This is an optimization exercise on Yosys and OpenROAD, whose aim is a short achievable clock period and few clock cycles per item, not a production implementation. The RTL was checked by simulation tests, not by an equivalence proof against the original design. Power figures rest on the tool's default switching activity, not on a simulated workload.

**flow/config.mk**
```make
export PLATFORM = sky130hd
export DESIGN_NAME = processor
export DESIGN_NICKNAME = processor
export VERILOG_FILES = /design/flow/design.v
export SDC_FILE = /design/flow/constraint.sdc
export NUM_CORES = 4
export LEC_CHECK = 0
export CAP_MARGIN = 20
export CORE_MARGIN = 2
export CORE_UTILIZATION = 40
export SLEW_MARGIN = 20
```
**flow/constraint.sdc**
```tcl
create_clock -name core_clock -period 4.5 [get_ports {Clock}]
set_input_delay 0.9000 -clock core_clock [delete_from_list [all_inputs] [get_ports {Clock}]]
set_output_delay 0.9000 -clock core_clock [all_outputs]
set_load 0.01 [all_outputs]
```
**flow/design.v**
```verilog
`timescale 1ns/1ps
package cpuPkg;
    localparam int dataWidth    = 32;
    localparam int addrWidth    = 16;     
    localparam int regAddrWidth = 5;
    localparam logic [5:0] opRType = 6'h00;
    localparam logic [5:0] opAddiu = 6'h09;
    localparam logic [5:0] opLw    = 6'h23;
    localparam logic [5:0] opSw    = 6'h2b;
    localparam logic [5:0] opBeq   = 6'h04;
    localparam logic [5:0] fnAddu = 6'h21;
    localparam logic [5:0] fnSubu = 6'h23;
    localparam logic [5:0] fnAnd  = 6'h24;
    localparam logic [5:0] fnOr   = 6'h25;
    localparam logic [5:0] fnSlt  = 6'h2a;
    typedef enum logic [2:0] {aluAdd, aluSub, aluAnd, aluOr, aluSlt} aluOpT;
    typedef enum logic [1:0] {none, fromMem, fromWb} fwdSelT;
    typedef struct packed {
        logic  regWrite;
        logic  memRead;
        logic  memWrite;
        logic  memToReg;
        logic  aluSrc;      
        logic  branch;
        aluOpT aluOp;
    } ctrlT;
    typedef struct packed {
        ctrlT                    ctrl;
        logic [addrWidth-1:0]    pc;
        logic [dataWidth-1:0]    rsData;
        logic [dataWidth-1:0]    rtData;
        logic [dataWidth-1:0]    immData;
        logic [regAddrWidth-1:0] rsAddr;
        logic [regAddrWidth-1:0] rtAddr;
        logic [regAddrWidth-1:0] destAddr;
    } idExT;
    typedef struct packed {
        ctrlT                    ctrl;
        logic [dataWidth-1:0]    aluResult;
        logic [dataWidth-1:0]    storeData;
        logic [regAddrWidth-1:0] destAddr;
    } exMemT;
    typedef struct packed {
        logic                    regWrite;
        logic                    memToReg;
        logic [dataWidth-1:0]    aluResult;    
        logic [regAddrWidth-1:0] destAddr;
    } memWbT;
endpackage
`timescale 1ns/1ps
module pipeReg #(
    parameter int Width = 1
) (
    input  logic             Clock,
    input  logic             nReset,
    input  logic             hold,
    input  logic             flush,
    input  logic [Width-1:0] d,
    output logic [Width-1:0] q
);
    always_ff @(posedge Clock or negedge nReset)
    begin
        if (!nReset)
            q <= '0;
        else if (flush)
            q <= '0;                
        else if (!hold)
            q <= d;
    end
endmodule
`timescale 1ns/1ps
import cpuPkg::*;
module fetchStage (
    input  logic                         Clock,
    input  logic                         nReset,
    input  logic                         nStall,
    input  logic                         branchTaken,
    input  logic [cpuPkg::addrWidth-1:0] branchTarget,
    output logic [cpuPkg::addrWidth-1:0] InstrAddr
);
    logic [addrWidth-1:0] pc;
    always_ff @(posedge Clock or negedge nReset)
    begin
        if (!nReset)
            pc <= '0;
        else if (branchTaken)                 
            pc <= branchTarget;
        else if (nStall)
            pc <= pc + addrWidth'(4);
    end
    assign InstrAddr = pc;
endmodule
`timescale 1ns/1ps
import cpuPkg::*;
module decodeStage (
    input  logic                            Clock,
    input  logic                            nReset,
    input  logic [cpuPkg::dataWidth-1:0]    InstrMem,
    input  logic [cpuPkg::addrWidth-1:0]    pcIn,
    input  logic                            nStall,
    input  logic                            flush,
    input  logic                            wbRegWrite,
    input  logic [cpuPkg::regAddrWidth-1:0] wbAddr,
    input  logic [cpuPkg::dataWidth-1:0]    wbData,
    input  logic [cpuPkg::regAddrWidth-1:0] RegAddr,
    output logic [cpuPkg::dataWidth-1:0]    RegData,
    output logic [cpuPkg::regAddrWidth-1:0] rsAddr,
    output logic [cpuPkg::regAddrWidth-1:0] rtAddr,
    output cpuPkg::idExT                    idEx
);
    logic [dataWidth-1:0] instrQ;
    logic [addrWidth-1:0] pcQ;
    logic [dataWidth-1:0] regFile [0:31];
    cpuPkg::ctrlT                 ctrl;
    logic [regAddrWidth-1:0] destAddr;
    function automatic logic [dataWidth-1:0] readReg(input logic [regAddrWidth-1:0] addr);
        if (addr == '0)
            readReg = '0;
        else if (wbRegWrite && wbAddr == addr)
            readReg = wbData;                  
        else
            readReg = regFile[addr];
    endfunction
    always_ff @(posedge Clock or negedge nReset)
    begin
        if (!nReset)
        begin
            instrQ <= '0;
            pcQ    <= '0;
        end
        else if (flush)
        begin
            instrQ <= '0;                      
            pcQ    <= '0;
        end
        else if (nStall)
        begin
            instrQ <= InstrMem;
            pcQ    <= pcIn;
        end
    end
    always_ff @(posedge Clock)
        if (wbRegWrite && wbAddr != '0)
            regFile[wbAddr] <= wbData;
    always_ff @(posedge Clock or negedge nReset)
    begin
        if (!nReset)
            RegData <= '0;
        else
            RegData <= readReg(RegAddr);
    end
    assign rsAddr = instrQ[25:21];
    assign rtAddr = instrQ[20:16];
    always_comb
    begin
        ctrl     = '0;
        destAddr = rtAddr;
        case (instrQ[31:26])
            opRType:
            begin
                destAddr      = instrQ[15:11];
                ctrl.regWrite = 1'b1;
                case (instrQ[5:0])
                    fnAddu:  ctrl.aluOp = aluAdd;
                    fnSubu:  ctrl.aluOp = aluSub;
                    fnAnd:   ctrl.aluOp = aluAnd;
                    fnOr:    ctrl.aluOp = aluOr;
                    fnSlt:   ctrl.aluOp = aluSlt;
                    default: ctrl = '0;
                endcase
            end
            opAddiu: {ctrl.regWrite, ctrl.aluSrc} = 2'b11;
            opLw:    {ctrl.regWrite, ctrl.memRead, ctrl.memToReg, ctrl.aluSrc} = 4'b1111;
            opSw:    {ctrl.memWrite, ctrl.aluSrc} = 2'b11;
            opBeq:
            begin
                ctrl.branch = 1'b1;
                ctrl.aluOp  = aluSub;
            end
            default: ctrl = '0;
        endcase
    end
    always_comb
    begin
        idEx.ctrl     = ctrl;
        idEx.pc       = pcQ;
        idEx.rsData   = readReg(rsAddr);
        idEx.rtData   = readReg(rtAddr);
        idEx.immData  = {{(dataWidth-16){instrQ[15]}}, instrQ[15:0]};
        idEx.rsAddr   = rsAddr;
        idEx.rtAddr   = rtAddr;
        idEx.destAddr = destAddr;
    end
endmodule
`timescale 1ns/1ps
import cpuPkg::*;
module executeStage (
    input  cpuPkg::idExT                  idEx,
    input  cpuPkg::fwdSelT                fwdA,
    input  cpuPkg::fwdSelT                fwdB,
    input  logic [cpuPkg::dataWidth-1:0]  memResult,
    input  logic [cpuPkg::dataWidth-1:0]  wbResult,
    output cpuPkg::exMemT                 exMem,
    output logic                          branchTaken,
    output logic [cpuPkg::addrWidth-1:0]  branchTarget
);
    logic [dataWidth-1:0] opA;
    logic [dataWidth-1:0] opB;
    logic [dataWidth-1:0] aluB;
    logic [dataWidth-1:0] result;
    always_comb
    begin
        case (fwdA)
            fromMem: opA = memResult;
            fromWb:  opA = wbResult;
            default: opA = idEx.rsData;
        endcase
        case (fwdB)
            fromMem: opB = memResult;
            fromWb:  opB = wbResult;
            default: opB = idEx.rtData;
        endcase
    end
    assign aluB = idEx.ctrl.aluSrc ? idEx.immData : opB;
    always_comb
    begin
        case (idEx.ctrl.aluOp)
            aluSub:  result = opA - aluB;
            aluAnd:  result = opA & aluB;
            aluOr:   result = opA | aluB;
            aluSlt:  result = dataWidth'($signed(opA) < $signed(aluB));
            default: result = opA + aluB;
        endcase
    end
    assign exMem.ctrl      = idEx.ctrl;
    assign exMem.aluResult = result;
    assign exMem.storeData = opB;             
    assign exMem.destAddr  = idEx.destAddr;
    assign branchTaken  = idEx.ctrl.branch && (opA == opB);
    assign branchTarget = idEx.pc + addrWidth'(4)
                        + {idEx.immData[addrWidth-3:0], 2'b00};
endmodule
`timescale 1ns/1ps
import cpuPkg::*;
module hazardUnit (
    input  logic                            Clock,
    input  logic                            nReset,
    input  logic [cpuPkg::regAddrWidth-1:0] decRsAddr,
    input  logic [cpuPkg::regAddrWidth-1:0] decRtAddr,
    input  cpuPkg::ctrlT                    exCtrl,
    input  logic [cpuPkg::regAddrWidth-1:0] exDest,
    input  cpuPkg::ctrlT                    memCtrl,
    input  logic [cpuPkg::regAddrWidth-1:0] memDest,
    input  cpuPkg::ctrlT                    wbCtrl,
    input  logic [cpuPkg::regAddrWidth-1:0] wbDest,
    input  logic                            branchTaken,
    output cpuPkg::fwdSelT                  fwdA,
    output cpuPkg::fwdSelT                  fwdB,
    output logic                            nStall,
    output logic                            flush
);
    logic loadUse;
    function automatic cpuPkg::fwdSelT pickSource(input logic [regAddrWidth-1:0] src);
        if (src != '0 && exCtrl.regWrite && exDest == src)
            pickSource = fromMem;
        else if (src != '0 && memCtrl.regWrite && memDest == src)
            pickSource = fromWb;
        else
            pickSource = none;
    endfunction
    assign loadUse = exCtrl.memRead && exDest != '0
                   && (exDest == decRsAddr || exDest == decRtAddr);
    assign nStall  = !loadUse;
    assign flush   = branchTaken;
    always_ff @(posedge Clock or negedge nReset)
    begin
        if (!nReset)
        begin
            fwdA <= none;
            fwdB <= none;
        end
        else if (flush || loadUse)
        begin
            fwdA <= none;                     
            fwdB <= none;
        end
        else
        begin
            fwdA <= pickSource(decRsAddr);
            fwdB <= pickSource(decRtAddr);
        end
    end
endmodule
`timescale 1ns/1ps
import cpuPkg::*;
module processor (
    input  logic                            Clock,
    input  logic                            nReset,
    output logic [cpuPkg::addrWidth-1:0]    InstrAddr,
    input  logic [cpuPkg::dataWidth-1:0]    InstrMem,
    output logic [cpuPkg::addrWidth-1:0]    MemAddr,
    output logic [cpuPkg::dataWidth-1:0]    WriteData,
    output logic                            MemRead,
    output logic                            MemWrite,
    input  logic [cpuPkg::dataWidth-1:0]    MemData,
    input  logic [cpuPkg::regAddrWidth-1:0] RegAddr,
    output logic [cpuPkg::dataWidth-1:0]    RegData
);
    logic                    branchTaken;
    logic [addrWidth-1:0]    branchTarget;
    logic                    flush;
    logic                    nStall;
    logic [regAddrWidth-1:0] decRsAddr;
    logic [regAddrWidth-1:0] decRtAddr;
    cpuPkg::idExT                    idExD, idExQ;
    cpuPkg::exMemT                   exMemD, exMemQ;
    cpuPkg::memWbT                   memWbD, memWbQ;
    cpuPkg::fwdSelT                  fwdA, fwdB;
    logic [dataWidth-1:0]    wbResult;
    cpuPkg::ctrlT                    wbCtrl;
    fetchStage fetch (
        .Clock(Clock), .nReset(nReset), .nStall(nStall), .branchTaken(branchTaken),
        .branchTarget(branchTarget), .InstrAddr(InstrAddr)
    );
    decodeStage decode (
        .Clock(Clock), .nReset(nReset), .InstrMem(InstrMem), .pcIn(InstrAddr),
        .nStall(nStall), .flush(flush), .wbRegWrite(memWbQ.regWrite),
        .wbAddr(memWbQ.destAddr), .wbData(wbResult), .RegAddr(RegAddr),
        .RegData(RegData), .rsAddr(decRsAddr), .rtAddr(decRtAddr), .idEx(idExD)
    );
    pipeReg #(.Width($bits(idExQ))) idExReg (
        .Clock(Clock), .nReset(nReset), .hold(1'b0), .flush(flush || !nStall),
        .d(idExD), .q(idExQ)
    );
    executeStage execute (
        .idEx(idExQ), .fwdA(fwdA), .fwdB(fwdB), .memResult(exMemQ.aluResult),
        .wbResult(wbResult), .exMem(exMemD), .branchTaken(branchTaken),
        .branchTarget(branchTarget)
    );
    pipeReg #(.Width($bits(exMemQ))) exMemReg (
        .Clock(Clock), .nReset(nReset), .hold(1'b0), .flush(1'b0),
        .d(exMemD), .q(exMemQ)
    );
    assign MemAddr   = exMemQ.aluResult[addrWidth-1:0];
    assign WriteData = exMemQ.storeData;
    assign MemRead   = exMemQ.ctrl.memRead;
    assign MemWrite  = exMemQ.ctrl.memWrite;
    always_comb
    begin
        memWbD.regWrite  = exMemQ.ctrl.regWrite;
        memWbD.memToReg  = exMemQ.ctrl.memToReg;
        memWbD.aluResult = exMemQ.ctrl.memToReg ? MemData : exMemQ.aluResult;
        memWbD.destAddr  = exMemQ.destAddr;
    end
    pipeReg #(.Width($bits(memWbQ))) memWbReg (
        .Clock(Clock), .nReset(nReset), .hold(1'b0), .flush(1'b0),
        .d(memWbD), .q(memWbQ)
    );
    assign wbResult = memWbQ.aluResult;        
    always_comb
    begin
        wbCtrl          = '0;
        wbCtrl.regWrite = memWbQ.regWrite;
        wbCtrl.memToReg = memWbQ.memToReg;
    end
    hazardUnit hazard (
        .Clock(Clock), .nReset(nReset), .decRsAddr(decRsAddr), .decRtAddr(decRtAddr),
        .exCtrl(idExQ.ctrl), .exDest(idExQ.destAddr),
        .memCtrl(exMemQ.ctrl), .memDest(exMemQ.destAddr),
        .wbCtrl(wbCtrl), .wbDest(memWbQ.destAddr), .branchTaken(branchTaken),
        .fwdA(fwdA), .fwdB(fwdB), .nStall(nStall), .flush(flush)
    );
endmodule
```
**flow/run.sh**
```bash
#!/bin/bash
# synth_recipe.tcl (not shown) runs the flow's synth.tcl, then flattens the netlist and writes it again
# the make line also repeats each setting of config.mk as NAME=value (left out here)
make -C /OpenROAD-flow-scripts/flow DESIGN_CONFIG=/design/flow/config.mk WORK_HOME=/design/flow/orfs CLKGATE_MAP_FILE= SYNTH_SCRIPT=/design/flow/synth_recipe.tcl finish
```
==> results.txt <==
## registers in the layout, summed over array words and instances, names as in the netlist
name            flops
idExReg.q         109
fetch.pc           16
exMemReg.q         72
hazard.fwdB         2
decode.pcQ         16
decode.instrQ      32
decode.RegData     32
hazard.fwdA         2
memWbReg.q         38
decode.regFile   1024
## metrics by stage
step                power [mW]  instances  setup WS, ns  setup TNS (ns)
global placement         24.11       7262       -0.2320         -0.3095
detailed placement       24.13       7262       -0.1940         -0.2470
global route             38.20       7544      0.004583               0
CTS                      36.99       7542      0.003698               0
floorplan                20.61       4735        0.1224               0
finish                   36.94       7546        0.2313               0
## power by group
group | total (mW) | leakage (nW) | switching [mW] | internal (mW)
sequential | 16.1 | 13.0 | 0.771 | 15.4
clock | 12.9 | 2.49 | 5.34 | 7.55
combinational | 7.93 | 14.1 | 4.87 | 3.06
## how the worst max path moves through the flow
| stage | cells past startpoint | start | endpoint |
|---|---|---|---|
| 3_5_place_dp | 17 | hazard.fwdB[0]$_DFF_PN0_ | exMemReg.q[68]$_DFF_PN0_ |
| 2_1_floorplan | 19 | hazard.fwdB[0]$_DFF_PN0_ | exMemReg.q[63]$_DFF_PN0_ |
| 3_3_place_gp | 16 | hazard.fwdB[0]$_DFF_PN0_ | exMemReg.q[68]$_DFF_PN0_ |
| 5_1_grt | 17 | hazard.fwdA[1]$_DFF_PN0_ | exMemReg.q[68]$_DFF_PN0_ |
| 4_1_cts | 17 | hazard.fwdB[0]$_DFF_PN0_ | exMemReg.q[67]$_DFF_PN0_ |
| 6_report | 16 | hazard.fwdA[0]$_DFF_PN0_ | exMemReg.q[57]$_DFF_PN0_ |
## what timing repair did
| item | CTS | global route |
|---|---|---|
| buffers inserted | 0 | 1 |
| gates resized for setup | 1 | 25 |
| pin swaps | 0 | 1 |
| hold buffers | 0 | 0 |
| endpoints found under the setup margin | 2 | 114 |
## cell usage in the layout, fill, tap and decap left out, types with 15 or more instances in the layout
cell type / Yosys / final
nor2_1: 266 / 242
clkdlybuf4s50_1: 0 / 162
edfxtp_1: 1024 / 1024
xnor2_1: 67 / 66
a211oi_1: 136 / 132
clkinv_2: 0 / 24
ha_1: 126 / 122
dfrtp_1: 319 / 308
clkinv_1: 2 / 15
mux2_2: 33 / 33
nand4_1: 15 / 15
o21ai_1: 14 / 21
inv_1: 132 / 132
a22oi_1: 65 / 65
a211oi_2: 22 / 26
nand3_1: 35 / 32
mux2i_1: 169 / 169
clkbuf_1: 222 / 35
o21a_1: 27 / 27
o21ai_0: 95 / 88
nor2_4: 0 / 23
nor3_1: 33 / 25
nor2b_1: 42 / 41
a21oi_1: 198 / 194
nand2_1: 229 / 229
mux4_2: 915 / 915
xor2_1: 26 / 25
and2_1: 35 / 35
conb_1: 1 / 32
clkbuf_16: 0 / 155
a21o_1: 26 / 26
buf_4: 53 / 247
bufinv_16: 0 / 17
buf_12: 0 / 68
## synthesized netlist by cell type (12+ instances only)
master | n | area [µm²]
nand2b_1 | 14 | 87.58
mux2_2 | 33 | 371.6
o21ai_1 | 14 | 70.07
buf_1 | 68 | 255.2
nand4_1 | 15 | 93.84
edfxtp_1 | 1024 | 30750
mux2i_1 | 169 | 1692
o21ai_0 | 95 | 475.5
inv_1 | 132 | 495.5
nor3_1 | 33 | 165.2
o21a_1 | 27 | 202.7
nor4_1 | 16 | 100.1
buf_4 | 53 | 397.9
clkbuf_1 | 222 | 833.3
a22oi_1 | 65 | 488.0
nand3_1 | 35 | 175.2
nor2b_1 | 42 | 262.8
o211ai_1 | 12 | 90.09
o221ai_1 | 15 | 131.4
nand2_1 | 229 | 859.6
xnor2_1 | 67 | 586.8
a21oi_1 | 198 | 991.0
buf_2 | 89 | 445.4
xor2_1 | 26 | 227.7
o22ai_1 | 15 | 93.84
ha_1 | 126 | 1577
a21o_1 | 26 | 195.2
and2_1 | 35 | 219.0
dfrtp_1 | 319 | 7983
a211oi_2 | 22 | 275.3
a211oi_1 | 136 | 1021
mux4_2 | 915 | 20610
nor2_1 | 266 | 998.5
## final cells by class
type,instances,area [µm²]
Timing Repair Buffer,483,4916
Multi-Input combinational cell,2815,33770
Sequential cell,1343,38770
Inverter,142,533.0
Clock inverter,78,962.2
Clock buffer,202,4175
Antenna cell,3,7.507
Tap cell,2480,3103
Fill cell,15781,98990
## cell families (layout without fill, tap and decap cells)
| logic type | after synthesis | after routing | synth area share [%] |
|---|---|---|---|
| other | 1 | 35 | 0.005035 |
| DFF | 1343 | 1343 | 52.01 |
| adders and majority gates | 129 | 129 | 2.197 |
| AOI/OAI and AO/OA | 709 | 709 | 6.428 |
| and+or+nand+nor | 733 | 733 | 4.445 |
| muxes | 1119 | 1119 | 30.47 |
| xor gates and xnor gates | 93 | 93 | 1.094 |
| buffers and inverters | 577 | 905 | 3.355 |
## layer usage
layer / vias up / share of wire (%) / global-route usage, %
met2: 2757 / 47 / 41.63
met3: 548 / 9.7 / 5.871
met4: 10 / 4.7 / 11.20
met1: 25369 / 38 / 35.16
met5: - / 0.028 / 0
li1: 19593 / - / -
==> flow_summary_export.csv <==
group,metric,value,unit
status,status,"finished clean",
pwr,leakagePower,29.65,nW
route,antenna_left,0,
floorplan,die_h,435.5,µm
route,drtIter0Drc,6254,
synthesis,yosys_most_used_dff,"edfxtp_1",
timing,finalCritPeriodShare,94.86,%
finish,drive_gt1_share,32.02,%
route,via_per_inst,6.398,
synthesis,yosys_warnings,8,
route,wire_per_inst,33.30,µm
worst_setup_path,r2r_end,"exMemReg.q[57]$_DFF_PN0_",
route,drt-pass1-iter-count,5,
worst_setup_path,endpoint_kind,"flip-flop",
timing,holdWs,0.06865,ns
floorplan,dieWidth,435.5,µm
pwr,max-vdd-ir-drop,0.3495,mV
worst_setup_path,rrSetupSlack,0.23,ns
clocking,cts.path.max_buffers,3,
global_routing,grt_overflow,0,
timing,rsz0062_at_grt,"no",
worst_setup_path,cp-start-kind,"flip-flop",
route,wl,251.3,mm
clocking,clock_sinks,1343,
job,drv_cap,0,
pwr,powerDensity,428.3,mW/mm²
clocking,clk_latency,0.82,ns
placed_design,dpl_cell_area,0.08098,mm²
clocking,numCtsBuffers,153,
worst_setup_path,crit_buf_inv,2,
clocking,cts.htree.levels,4,
global_routing,grt_first_pass_wirelength,358.6,mm
global_routing,grt_pass1_vias,47937,
timing,timing.final.hold_violations,0,
floorplan,design.die.area,0.1897,mm²
floorplan,ios,169,
worst_setup_path,crit_chain,"ha_1, buf_4, a22oi_1, nor2_1, a21oi_1, inv_1, ha_1, nand2b_1, a221oi_1, o32a_1, a21oi_1, o41ai_1, a31o_2, nor2_1, a211oi_1, o221ai_1",
floorplan,coreArea,0.1852,mm²
timing,relSlewSlack,21.36,%
finish,nets,5138,
synthesis,ys_ff_latch,1343,
synthesis,synth.avg_cell_area,15.83,µm²
timing,clock_skew,0.03227,ns
route,num_vias,48277,
timing,setup_violations,0,
hold_path,hold_class,"in -> async",
timing,min_period,4.269,ns
timing,final_max_slew_viol_count,0,
finish,finish.utilization,46.56,%
floorplan,initial_core_util,40.21,%
clocking,root_buffer,"clkbuf_16",
clocking,cts_tree,"built",
worst_setup_path,path_class,"reg -> reg",
placed_design,io_buffers,168,
worst_setup_path,reg2regPathDepth,16,
worst_setup_path,slowest_stage,"o41ai_1",
floorplan,rows,158,
worst_setup_path,crit_arrival,4.94,ns
route,drcViolationCount,0,
worst_setup_path,cp_max_fo,12,
finish,post-route-cell-area,0.08624,mm²
worst_setup_path,worstPathRequired,5.17,ns
synthesis,synth-edff-count,1024,
placed_design,hpwl,162.5,mm
global_routing,grt_start_max_net_pins,83,
timing,worst_slew_pin_slew,1.177,ns
finish,syn_to_final_growth,15.80,%
synthesis,postSynthCellCount,4704,
synthesis,post_synth_instance_area,0.07448,mm²
synthesis,synth_cell_types,80,
worst_setup_path,critical-path-top-delay-family,"compound AO/OA/AOI/OAI gates",
worst_setup_path,reg2reg_from,"hazard.fwdA[0]$_DFF_PN0_",
synthesis,synthArstFlopShare,23.75,%
placed_design,place.gp.congestion,0.9172,
timing,max_freq,234.3,MHz
worst_setup_path,cp_slowest_stage_delay,0.46,ns
synthesis,seq_area_frac_synth,52.01,%
global_routing,antenna_found_initial,19,
global_routing,grt_use_total,26.35,%
clocking,clkTransAtPathRegs,0.07,ns
Testbench counts, summed over its fixed seeds: cycles 30,284, instructions 24,976.

==> what the ideal ports hide <==
The results above use ideal ports. As a check the final layout listed here was re-extracted and re-timed, cells and wires unchanged.
Step 1 sets driving cells, clkbuf_16 on the clock port and buf_2 on the other inputs (assumed; they add their load-dependent delay and slew).
Step 2 adds t to the input delays and takes it off the output delays; t is the mean of the earliest and latest rising clock arrival at the registers after step 1. Input paths then give back, and output paths get back, about the clock's delay inside the block.
a / b / c = no drivers / after step 1 / after step 2; a / b = the first two.
t (ns): 0.885
setup WS [ns]: 0.231 / 0.231 / 0.231
cell pins on the clock port's net: 1
After both steps setup and hold are still met in this run. The setup slack of this run moves by 0.000 ns with the drivers and by 0.000 ns with both steps.
